From an optimization exercise on the open Yosys and OpenROAD flow, aimed at small area, a short achievable clock period and few clock cycles; shortcuts taken in it are not production practice.
The RTL was checked by simulation tests, not by an equivalence proof against the original design.
Power is estimated from default activity; no workload was simulated.

==> 06-09: inputs <==
==> flow/design.v <==
module raster_core_multirow #(
   parameter int unsigned CORE_ID      = 3,
   parameter int unsigned NUM_ROWS     = 2,
   parameter int unsigned X_MAX        = 400,
   parameter int unsigned BRAM_LATENCY = 2,
   parameter logic [31:0] LAMBDA_ONE   = 32'h0001_0000,
   parameter int unsigned ADDR_W       = 10
) (
   input  logic              clk,
   input  logic              reset,
   input  logic              s_valid,
   input  logic [31:0]       s_data,
   output logic              s_ready,
   output logic              m_valid,
   input  logic              m_ready,
   output logic [15:0]       m_data,
   output logic              m_last,
   output logic              rch_en,
   output logic [ADDR_W-1:0] rch_addr,
   input  logic [31:0]       rch_data,
   output logic              wch_en,
   output logic [ADDR_W-1:0] wch_addr,
   output logic [31:0]       wch_data
);
   localparam int unsigned NPIX     = NUM_ROWS * X_MAX;
   localparam int unsigned ROW_BASE = CORE_ID * NUM_ROWS;
   localparam int unsigned JSH      = 5;             
   localparam int unsigned NW       = 32 + JSH + 1;  
   localparam int unsigned SW       = 8;             
   localparam int unsigned NSW      = 32 - SW;
   typedef enum logic [2:0] {
      M_RX,
      M_PREP,
      M_LOAD,
      M_INIT,
      M_RAST,
      M_DRAIN
   } mstate_t;
   typedef enum logic [1:0] {
      E_IDLE,
      E_CLEAR,
      E_WB
   } estate_t;
   mstate_t           ms_q;
   estate_t           es_q;
   logic [3:0]        wcnt_q;
   logic [2:0]        pc_q;
   logic              f6_q, f7_q, row_q, wbq_q;
   logic [11:0]       id_q;
   logic [31:0]       l0_q, l1_q, dx0_q, dx1_q, r0_q, r1_q;
   logic [15:0]       z_q, dz_q, rz_q;
   logic [8:0]        x_q;
   logic [ADDR_W-1:0] ra_q, need_q;
   logic [31:0]       c0_q, c1_q;
   logic [15:0]       cz_q;
   logic              skb_q;    
   logic              pls_q;    
   logic              fb0_q, fb1_q;  
   logic              lb_q;     
   logic              v2_q, v3_q;
   logic [15:0]       zp1_q, zp2_q, zp3_q;
   logic [ADDR_W-1:0] a2_q, a3_q;
   logic              m_valid_q, m_last_q;
   logic [12:0]       m_data_q;
   logic              rch_en_q, wch_en_q;
   logic [ADDR_W-1:0] rch_addr_q, wch_addr_q;
   logic [27:0]       wch_data_q;
   assign m_valid  = m_valid_q;
   assign m_data   = {3'(ROW_BASE >> 1), m_data_q};
   assign m_last   = m_last_q;
   assign rch_en   = rch_en_q;
   assign rch_addr = rch_addr_q;
   assign wch_en   = wch_en_q;
   assign wch_addr = wch_addr_q;
   assign wch_data = {4'b0, wch_data_q};
   logic              acc, prep_add, prep_swap, in_rast, in_init, in_load;
   logic [31:0]       sum0, sum1;
   logic [15:0]       sumz;
   logic [NW-1:0]     n0, n1;
   logic [15:0]       nz;
   logic [NSW-1:0]    ns;
   logic              fit0, fit1, ns_big, skb_d, pls_d;
   logic [32:0]       lsum;
   logic              cov, lbig, seg_skip, at_bnd, jump, to_bnd, x_end;
   logic              step, issue, trans, wb_drop, wb_take;
   logic [ADDR_W-1:0] pix_addr;
   logic              eng_free, s_ready_d;
   always_comb begin
      acc       = s_valid && s_ready_d;
      prep_add  = ms_q == M_PREP && pc_q != 3'd6 && pc_q != 3'd7;
      prep_swap = ms_q == M_PREP && pc_q == 3'd6;
      in_rast   = ms_q == M_RAST;
      in_init   = ms_q == M_INIT;
      in_load   = ms_q == M_LOAD;
      sum0 = l0_q + dx0_q;
      sum1 = l1_q + dx1_q;
      sumz = z_q + dz_q;
      lsum = {1'b0, l0_q} + {1'b0, l1_q};
      lbig = lsum > {1'b0, LAMBDA_ONE};
      cov  = !l0_q[31] && !l1_q[31] && !lbig;
      n0 = {{{(JSH+1){c0_q[31]}}, c0_q[31:JSH]} + {dx0_q[31], dx0_q}, c0_q[JSH-1:0]};
      n1 = {{{(JSH+1){c1_q[31]}}, c1_q[31:JSH]} + {dx1_q[31], dx1_q}, c1_q[JSH-1:0]};
      nz = {cz_q[15:JSH] + dz_q[15-JSH:0], cz_q[JSH-1:0]};
      ns = NSW'($signed(c0_q[31:SW])) + NSW'($signed(c1_q[31:SW])) +
           NSW'($signed(dx0_q[31:SW-JSH])) + NSW'($signed(dx1_q[31:SW-JSH]));
      fit0   = n0[NW-1:31] == '0 || n0[NW-1:31] == '1;
      fit1   = n1[NW-1:31] == '0 || n1[NW-1:31] == '1;
      ns_big = ns > NSW'(LAMBDA_ONE >> SW) && ns < NSW'(-4);
      skb_d = (c0_q[31] && fit0 && n0[NW-1]) ||
              (c1_q[31] && fit1 && n1[NW-1]) ||
              ((in_init ? !l0_q[31] && !l1_q[31] && lbig : pls_q) &&
               fit0 && fit1 && !n0[31] && !n1[31] && ns_big);
      pls_d = !n0[31] && !n1[31] && ns_big;
      seg_skip = (fb0_q && l0_q[31] && c0_q[31]) ||
                 (fb1_q && l1_q[31] && c1_q[31]) ||
                 (fb0_q && fb1_q && lb_q && pls_q);
      at_bnd   = x_q[JSH-1:0] == '0;
      x_end    = x_q >= 9'(X_MAX);
      jump     = in_rast && !x_end && (at_bnd ? skb_q : seg_skip);
      step     = in_rast && !x_end && !jump;
      issue    = step && cov;
      to_bnd   = jump || (step && x_q[JSH-1:0] == '1);
      trans    = in_rast && x_end && !row_q && f7_q;
      pix_addr = row_q ? ADDR_W'(x_q) + ADDR_W'(X_MAX) : ADDR_W'(x_q);
      eng_free = es_q == E_IDLE && !wbq_q;
      wb_drop  = es_q == E_WB && v3_q && m_valid_q && !m_ready;
      wb_take  = es_q == E_WB && v3_q && !wb_drop;
      s_ready_d = ms_q == M_RX && !(wcnt_q == 4'd0 && wbq_q);
   end
   assign s_ready = s_ready_d;
   logic unused_d;
   assign unused_d = ^{rch_data[31:28], s_data[19:13], lsum[32]};
   always_ff @(posedge clk) begin
      if (acc && wcnt_q == 4'd0) begin
         id_q <= s_data[31:20];
         f6_q <= !s_data[12] && s_data[5:0] <= 6'(ROW_BASE) &&
                 s_data[11:6] >= 6'(ROW_BASE);
         f7_q <= !s_data[12] && s_data[5:0] <= 6'(ROW_BASE + 1) &&
                 s_data[11:6] >= 6'(ROW_BASE + 1);
      end
      if (acc && wcnt_q == 4'd1)                 l0_q <= s_data;
      else if (prep_add || step)                  l0_q <= sum0;
      else if (in_load || in_init || jump)                   l0_q <= c0_q;
      if (acc && wcnt_q == 4'd2)                 l1_q <= s_data;
      else if (prep_add || step)                  l1_q <= sum1;
      else if (in_load || in_init || jump)                   l1_q <= c1_q;
      if (acc && wcnt_q == 4'd7)                 z_q  <= s_data[15:0];
      else if (prep_add || step)                  z_q  <= sumz;
      else if (in_load || in_init || jump)                   z_q  <= cz_q;
      if (acc && wcnt_q == 4'd3)                 r0_q <= s_data;
      else if (prep_swap)                         r0_q <= sum0;
      if (acc && wcnt_q == 4'd5)                 r1_q <= s_data;
      else if (prep_swap)                         r1_q <= sum1;
      if (acc && wcnt_q == 4'd8)                 rz_q <= s_data[15:0];
      else if (prep_swap)                         rz_q <= sumz;
      if (acc && wcnt_q == 4'd4)                 dx0_q <= s_data;
      else if (prep_swap)                         dx0_q <= r0_q;
      if (acc && wcnt_q == 4'd6)                 dx1_q <= s_data;
      else if (prep_swap)                         dx1_q <= r1_q;
      if (acc && wcnt_q == 4'd9)                 dz_q  <= s_data[15:0];
      else if (prep_swap)                         dz_q  <= rz_q;
      if (prep_swap) begin
         c0_q <= l0_q;
         c1_q <= l1_q;
         cz_q <= z_q;
      end else if (trans) begin
         c0_q <= r0_q;
         c1_q <= r1_q;
         cz_q <= rz_q;
      end else if (in_init || to_bnd) begin
         c0_q <= n0[31:0];
         c1_q <= n1[31:0];
         cz_q <= nz;
      end
      if (in_init || to_bnd) begin
         pls_q <= pls_d;
         fb0_q <= fit0;
         fb1_q <= fit1;
      end
      if (in_init || in_rast)
         skb_q <= skb_d;
      lb_q <= step && !l0_q[31] && !l1_q[31] && lbig;
      if (ms_q == M_PREP && pc_q == 3'd7 && eng_free) begin
         row_q <= 1'b0;
         x_q   <= f6_q ? 9'd0 : 9'(X_MAX);
      end else if (trans) begin
         row_q <= 1'b1;
         x_q   <= '0;
      end else if (jump) begin
         x_q   <= {x_q[8:JSH] + 4'd1, JSH'(0)};
      end else if (step) begin
         x_q   <= x_q + 9'd1;
      end
      zp1_q <= z_q;
      zp2_q <= zp1_q;
      zp3_q <= zp2_q;
      a2_q  <= rch_addr_q;
      a3_q  <= a2_q;
      rch_addr_q <= es_q != E_WB ? pix_addr : (wb_drop ? need_q : ra_q);
      wch_addr_q <= es_q == E_CLEAR ? ra_q : (es_q == E_WB ? need_q : a3_q);
      wch_data_q <= es_q == E_IDLE ? {id_q, zp3_q} : '0;
      if (wb_take) begin
         m_data_q <= {need_q >= ADDR_W'(X_MAX), rch_data[27:16]};
         m_last_q <= need_q == ADDR_W'(NPIX - 1);
      end
   end
   always_ff @(posedge clk) begin
      if (reset) begin
         ms_q      <= M_RX;
         es_q      <= E_CLEAR;
         wcnt_q    <= '0;
         pc_q      <= '0;
         wbq_q     <= 1'b0;
         ra_q      <= '0;
         need_q    <= '0;
         v2_q      <= 1'b0;
         v3_q      <= 1'b0;
         m_valid_q <= 1'b0;
         rch_en_q  <= 1'b0;
         wch_en_q  <= 1'b0;
      end else begin
         v2_q     <= rch_en_q && !wb_drop;
         v3_q     <= v2_q && !wb_drop;
         rch_en_q <= issue;
         wch_en_q <= v3_q && es_q == E_IDLE && zp3_q > rch_data[15:0];
         case (ms_q)
            M_RX: begin
               if (acc) begin
                  if (wcnt_q == 4'd9) begin
                     wcnt_q <= '0;
                     if (f6_q || f7_q) begin
                        pc_q <= '0;
                        ms_q <= M_PREP;
                     end
                  end else begin
                     wcnt_q <= wcnt_q + 4'd1;
                  end
               end
            end
            M_PREP: begin
               if (pc_q != 3'd7)
                  pc_q <= pc_q + 3'd1;
               else if (eng_free)
                  ms_q <= f6_q ? M_INIT : M_RAST;
            end
            M_LOAD: ms_q <= M_INIT;    
            M_INIT: ms_q <= M_RAST;    
            M_RAST: begin
               if (x_end)
                  ms_q <= (!row_q && f7_q) ? M_LOAD : M_DRAIN;
            end
            default: begin    
               if (!rch_en_q && !v2_q)
                  ms_q <= M_RX;
            end
         endcase
         if (m_valid_q && m_ready)
            m_valid_q <= 1'b0;
         case (es_q)
            E_CLEAR: begin
               wch_en_q <= 1'b1;
               if (ra_q == ADDR_W'(NPIX - 1)) begin
                  ra_q <= '0;
                  es_q <= E_IDLE;
               end else begin
                  ra_q <= ra_q + ADDR_W'(1);
               end
            end
            E_WB: begin
               if (wb_drop) begin
                  rch_en_q <= 1'b1;
                  ra_q     <= need_q + ADDR_W'(1);
               end else begin
                  if (v3_q) begin
                     m_valid_q <= 1'b1;
                     wch_en_q  <= 1'b1;
                     need_q    <= need_q + ADDR_W'(1);
                     if (need_q == ADDR_W'(NPIX - 1)) begin
                        ra_q   <= '0;
                        need_q <= '0;
                        es_q   <= E_IDLE;
                     end
                  end
                  if (ra_q < ADDR_W'(NPIX)) begin
                     rch_en_q <= 1'b1;
                     ra_q     <= ra_q + ADDR_W'(1);
                  end
               end
            end
            default: begin    
               if (wbq_q) begin
                  wbq_q <= 1'b0;
                  es_q  <= E_WB;
               end
            end
         endcase
         if (acc && wcnt_q == 4'd0 && s_data[12]) begin
            if (es_q == E_IDLE && !wbq_q)
               es_q <= E_WB;
            else
               wbq_q <= 1'b1;
         end
      end
   end
endmodule
==> flow/run.sh <==
#!/bin/bash
# synth_recipe.tcl (not shown) runs the flow's synth.tcl, then flattens the netlist and writes it again
# the make line also repeats each setting of config.mk as NAME=value (left out here)
make -C /OpenROAD-flow-scripts/flow DESIGN_CONFIG=/design/flow/config.mk WORK_HOME=/design/flow/orfs CLKGATE_MAP_FILE= SYNTH_SCRIPT=/design/flow/synth_recipe.tcl finish
==> flow/config.mk <==
export PLATFORM = sky130hd
export DESIGN_NAME = raster_core_multirow
export DESIGN_NICKNAME = raster_core_multirow
export VERILOG_FILES = /design/flow/design.v
export SDC_FILE = /design/flow/constraint.sdc
export NUM_CORES = 4
export LEC_CHECK = 0
export CAP_MARGIN = 20
export CORE_MARGIN = 2
export CORE_UTILIZATION = 40
export SLEW_MARGIN = 20
==> flow/constraint.sdc <==
create_clock -name core_clock -period 8.0 [get_ports {clk}]
set_input_delay 1.6000 -clock core_clock [delete_from_list [all_inputs] [get_ports {clk}]]
set_output_delay 1.6000 -clock core_clock [all_outputs]
set_load 0.01 [all_outputs]
==> inputs of 12-17, as changes to 06-09 <==
--- a/flow/design.v
+++ b/flow/design.v
@@ -28,4 +28,2 @@
    localparam int unsigned NW       = 32 + JSH + 1;  
-   localparam int unsigned SW       = 8;             
-   localparam int unsigned NSW      = 32 - SW;
    typedef enum logic [2:0] {
@@ -34,2 +32,3 @@
       M_LOAD,
+      M_LOAD2,
       M_INIT,
@@ -59,2 +58,4 @@
    logic              lb_q;     
+   logic [31:0]       cs_q;     
+   logic [31-JSH:0]   dxs_q;    
    logic              v2_q, v3_q;
@@ -75,3 +76,3 @@
    assign wch_data = {4'b0, wch_data_q};
-   logic              acc, prep_add, prep_swap, in_rast, in_init, in_load;
+   logic              acc, prep_add, prep_swap, in_rast, in_init, in_load, cs_load;
    logic [31:0]       sum0, sum1;
@@ -80,3 +81,3 @@
    logic [15:0]       nz;
-   logic [NSW-1:0]    ns;
+   logic [31:0]       ns;
    logic              fit0, fit1, ns_big, skb_d, pls_d;
@@ -86,3 +87,25 @@
    logic [ADDR_W-1:0] pix_addr;
-   logic              eng_free, s_ready_d;
+   logic              eng_free, s_ready_d, s_ready_q;
+   function automatic logic [32:0] add33(input logic [32:0] a, input logic [32:0] b,
+                                         input logic ci);
+      logic [32:0] p, g, pp, gg, gn, pn;
+      p = a ^ b;
+      g = a & b;
+      g[0] = g[0] | (p[0] & ci);
+      pp = p;
+      gg = g;
+      for (int d = 1; d < 33; d = d * 2) begin
+         gn = gg;
+         pn = pp;
+         for (int i = 0; i < 33; i++) begin
+            if ((i / d) % 2 == 1) begin
+               gn[i] = gg[i] | (pp[i] & gg[(i / d) * d - 1]);
+               pn[i] = pp[i] & pp[(i / d) * d - 1];
+            end
+         end
+         gg = gn;
+         pp = pn;
+      end
+      add33 = p ^ {gg[31:0], ci};
+   endfunction
    always_comb begin
@@ -94,5 +117,6 @@
       in_load   = ms_q == M_LOAD;
-      sum0 = l0_q + dx0_q;
-      sum1 = l1_q + dx1_q;
-      sumz = z_q + dz_q;
+      cs_load   = ms_q == M_LOAD2 || (ms_q == M_PREP && pc_q == 3'd7);
+      sum0 = 32'(add33(33'(l0_q), 33'(dx0_q), 1'b0));
+      sum1 = 32'(add33(33'(l1_q), 33'(dx1_q), 1'b0));
+      sumz = 16'(add33(33'(z_q), 33'(dz_q), 1'b0));
       lsum = {1'b0, l0_q} + {1'b0, l1_q};
@@ -100,13 +124,14 @@
       cov  = !l0_q[31] && !l1_q[31] && !lbig;
-      n0 = {{{(JSH+1){c0_q[31]}}, c0_q[31:JSH]} + {dx0_q[31], dx0_q}, c0_q[JSH-1:0]};
-      n1 = {{{(JSH+1){c1_q[31]}}, c1_q[31:JSH]} + {dx1_q[31], dx1_q}, c1_q[JSH-1:0]};
-      nz = {cz_q[15:JSH] + dz_q[15-JSH:0], cz_q[JSH-1:0]};
-      ns = NSW'($signed(c0_q[31:SW])) + NSW'($signed(c1_q[31:SW])) +
-           NSW'($signed(dx0_q[31:SW-JSH])) + NSW'($signed(dx1_q[31:SW-JSH]));
+      n0 = {add33({{(JSH+1){c0_q[31]}}, c0_q[31:JSH]}, {dx0_q[31], dx0_q}, 1'b0),
+            c0_q[JSH-1:0]};
+      n1 = {add33({{(JSH+1){c1_q[31]}}, c1_q[31:JSH]}, {dx1_q[31], dx1_q}, 1'b0),
+            c1_q[JSH-1:0]};
+      nz = {11'(add33(33'(cz_q[15:JSH]), 33'(dz_q[15-JSH:0]), 1'b0)), cz_q[JSH-1:0]};
+      ns = {27'(add33(33'(cs_q[31:JSH]), 33'(dxs_q), 1'b0)), cs_q[JSH-1:0]};
       fit0   = n0[NW-1:31] == '0 || n0[NW-1:31] == '1;
       fit1   = n1[NW-1:31] == '0 || n1[NW-1:31] == '1;
-      ns_big = ns > NSW'(LAMBDA_ONE >> SW) && ns < NSW'(-4);
+      ns_big = ns > LAMBDA_ONE;
       skb_d = (c0_q[31] && fit0 && n0[NW-1]) ||
               (c1_q[31] && fit1 && n1[NW-1]) ||
-              ((in_init ? !l0_q[31] && !l1_q[31] && lbig : pls_q) &&
+              (pls_q &&
                fit0 && fit1 && !n0[31] && !n1[31] && ns_big);
@@ -127,7 +152,34 @@
       wb_take  = es_q == E_WB && v3_q && !wb_drop;
-      s_ready_d = ms_q == M_RX && !(wcnt_q == 4'd0 && wbq_q);
+      s_ready_d = s_ready_q;
    end
-   assign s_ready = s_ready_d;
    logic unused_d;
    assign unused_d = ^{rch_data[31:28], s_data[19:13], lsum[32]};
+   mstate_t           ms_n;
+   logic [3:0]        wcnt_n;
+   logic              wbq_n;
+   always_comb begin
+      ms_n   = ms_q;
+      wcnt_n = wcnt_q;
+      case (ms_q)
+         M_RX: begin
+            if (acc) begin
+               wcnt_n = wcnt_q == 4'd9 ? 4'd0 : wcnt_q + 4'd1;
+               if (wcnt_q == 4'd9 && (f6_q || f7_q))
+                  ms_n = M_PREP;
+            end
+         end
+         M_PREP:  if (pc_q == 3'd7 && eng_free) ms_n = f6_q ? M_INIT : M_RAST;
+         M_LOAD:  ms_n = M_LOAD2;    
+         M_LOAD2: ms_n = M_INIT;     
+         M_INIT:  ms_n = M_RAST;     
+         M_RAST:  if (x_end) ms_n = (!row_q && f7_q) ? M_LOAD : M_DRAIN;
+         default: if (!rch_en_q && !v2_q) ms_n = M_RX;    
+      endcase
+      wbq_n = wbq_q;
+      if (es_q == E_IDLE && wbq_q)
+         wbq_n = 1'b0;
+      if (acc && wcnt_q == 4'd0 && s_data[12] && !(es_q == E_IDLE && !wbq_q))
+         wbq_n = 1'b1;
+   end
+   assign s_ready = s_ready_q;
    always_ff @(posedge clk) begin
@@ -174,4 +226,12 @@
       end
-      if (in_init || to_bnd) begin
+      dxs_q <= (32-JSH)'(add33(33'(dx0_q), 33'(dx1_q), 1'b0));
+      if (cs_load)
+         cs_q <= lsum[31:0];
+      else if (in_init || to_bnd)
+         cs_q <= ns;
+      if (cs_load)
+         pls_q <= !l0_q[31] && !l1_q[31] && lbig;
+      else if (in_init || to_bnd)
          pls_q <= pls_d;
+      if (in_init || to_bnd) begin
          fb0_q <= fit0;
@@ -212,2 +272,3 @@
          pc_q      <= '0;
+         s_ready_q <= 1'b1;
          wbq_q     <= 1'b0;
@@ -225,33 +286,10 @@
          wch_en_q <= v3_q && es_q == E_IDLE && zp3_q > rch_data[15:0];
-         case (ms_q)
-            M_RX: begin
-               if (acc) begin
-                  if (wcnt_q == 4'd9) begin
-                     wcnt_q <= '0;
-                     if (f6_q || f7_q) begin
-                        pc_q <= '0;
-                        ms_q <= M_PREP;
-                     end
-                  end else begin
-                     wcnt_q <= wcnt_q + 4'd1;
-                  end
-               end
-            end
-            M_PREP: begin
-               if (pc_q != 3'd7)
-                  pc_q <= pc_q + 3'd1;
-               else if (eng_free)
-                  ms_q <= f6_q ? M_INIT : M_RAST;
-            end
-            M_LOAD: ms_q <= M_INIT;    
-            M_INIT: ms_q <= M_RAST;    
-            M_RAST: begin
-               if (x_end)
-                  ms_q <= (!row_q && f7_q) ? M_LOAD : M_DRAIN;
-            end
-            default: begin    
-               if (!rch_en_q && !v2_q)
-                  ms_q <= M_RX;
-            end
-         endcase
+         ms_q      <= ms_n;
+         wcnt_q    <= wcnt_n;
+         wbq_q     <= wbq_n;
+         s_ready_q <= ms_n == M_RX && !(wcnt_n == 4'd0 && wbq_n);
+         if (ms_q == M_RX)
+            pc_q <= '0;
+         else if (ms_q == M_PREP && pc_q != 3'd7)
+            pc_q <= pc_q + 3'd1;
          if (m_valid_q && m_ready)
@@ -290,14 +328,8 @@
             default: begin    
-               if (wbq_q) begin
-                  wbq_q <= 1'b0;
-                  es_q  <= E_WB;
-               end
+               if (wbq_q)
+                  es_q <= E_WB;
             end
          endcase
-         if (acc && wcnt_q == 4'd0 && s_data[12]) begin
-            if (es_q == E_IDLE && !wbq_q)
-               es_q <= E_WB;
-            else
-               wbq_q <= 1'b1;
-         end
+         if (acc && wcnt_q == 4'd0 && s_data[12] && es_q == E_IDLE && !wbq_q)
+            es_q <= E_WB;
       end
--- a/flow/config.mk
+++ b/flow/config.mk
@@ -10,2 +10,3 @@
 export CORE_UTILIZATION = 40
+export SETUP_SLACK_MARGIN = 4.0
 export SLEW_MARGIN = 20
==> comparison table <==
quantity	06-09	12-17
Routed met1 length	47,600 um	45,100 um
Number of enable flip-flop cells after synthesis	361	393
Number of gates given a new drive strength after cts	0	24
Final design instance area without fill	39,000 um^2	38,800 um^2
Worst max-slew margin expressed relative to the limit	28.7%	26.9%
Number of cells on the worst reg-to-reg path	16	17
Footprint of the multi-input gates	19,300 um^2	17,500 um^2
All-Layer GR Usage	23.7%	23.4%
IR drop worst, VDD	0.178 mV	0.143 mV
Outcome	no timing/DRC/antenna violations	no timing/DRC/antenna violations
Wire length of the first global-routing pass	164,000 um	154,000 um
Global-route met3 utilization	2.49%	3.66%
Capture point of the worst path	skb_q	pls_q
Share of synthesized area spent on multiplexers	4.01%	4.17%
Fraction of the mapped netlist area in simple logic gates	16.4%	14.4%
Worst-case register-to-register setup slack	2.92 ns	3.72 ns
Nets	4,174	3,823
Total inserted antenna cells	0	1
Filler cell count	8,081	7,746
Combinational logic power	0.664 mW	0.700 mW
Post-Route Utilization	45.5%	46.5%
Testbench counts of 06-09, summed over its fixed seeds: cycles 89,085.
Testbench counts of 12-17, summed over its fixed seeds: cycles 89,220.

-- afterwards: timing with drivers on the ports --
The flow's constraints put no driver on any port. The routed layouts listed below were extracted and timed again, unchanged, in two steps.
Step 1: set_driving_cell puts a clkbuf_16 on clk and a buf_2 on each other input, an assumption about the parent block.
Step 2 moves the port delays by t, midway between the first and last clock arrival at a register: inputs arrive t later, outputs are due t later. That takes back most of the time a late clock gives input paths.
Slacks: ideal ports / drivers / drivers and shift; pairs: ideal ports / drivers.
run	t, ns	slack for setup (ns)	worst hold slack (ns)	cell pins on the clock port's net
06-09	0.683	2.916 / 2.916 / 2.916	0.321 / 0.321 / 0.321	1
12-17	0.679	3.722 / 3.722 / 3.638	0.318 / 0.318 / 0.318	1
After both steps setup and hold are still met in every run listed. For 12-17, which loses most, drivers alone change the setup slack by 0.000 ns; drivers and shift together by -0.084 ns.
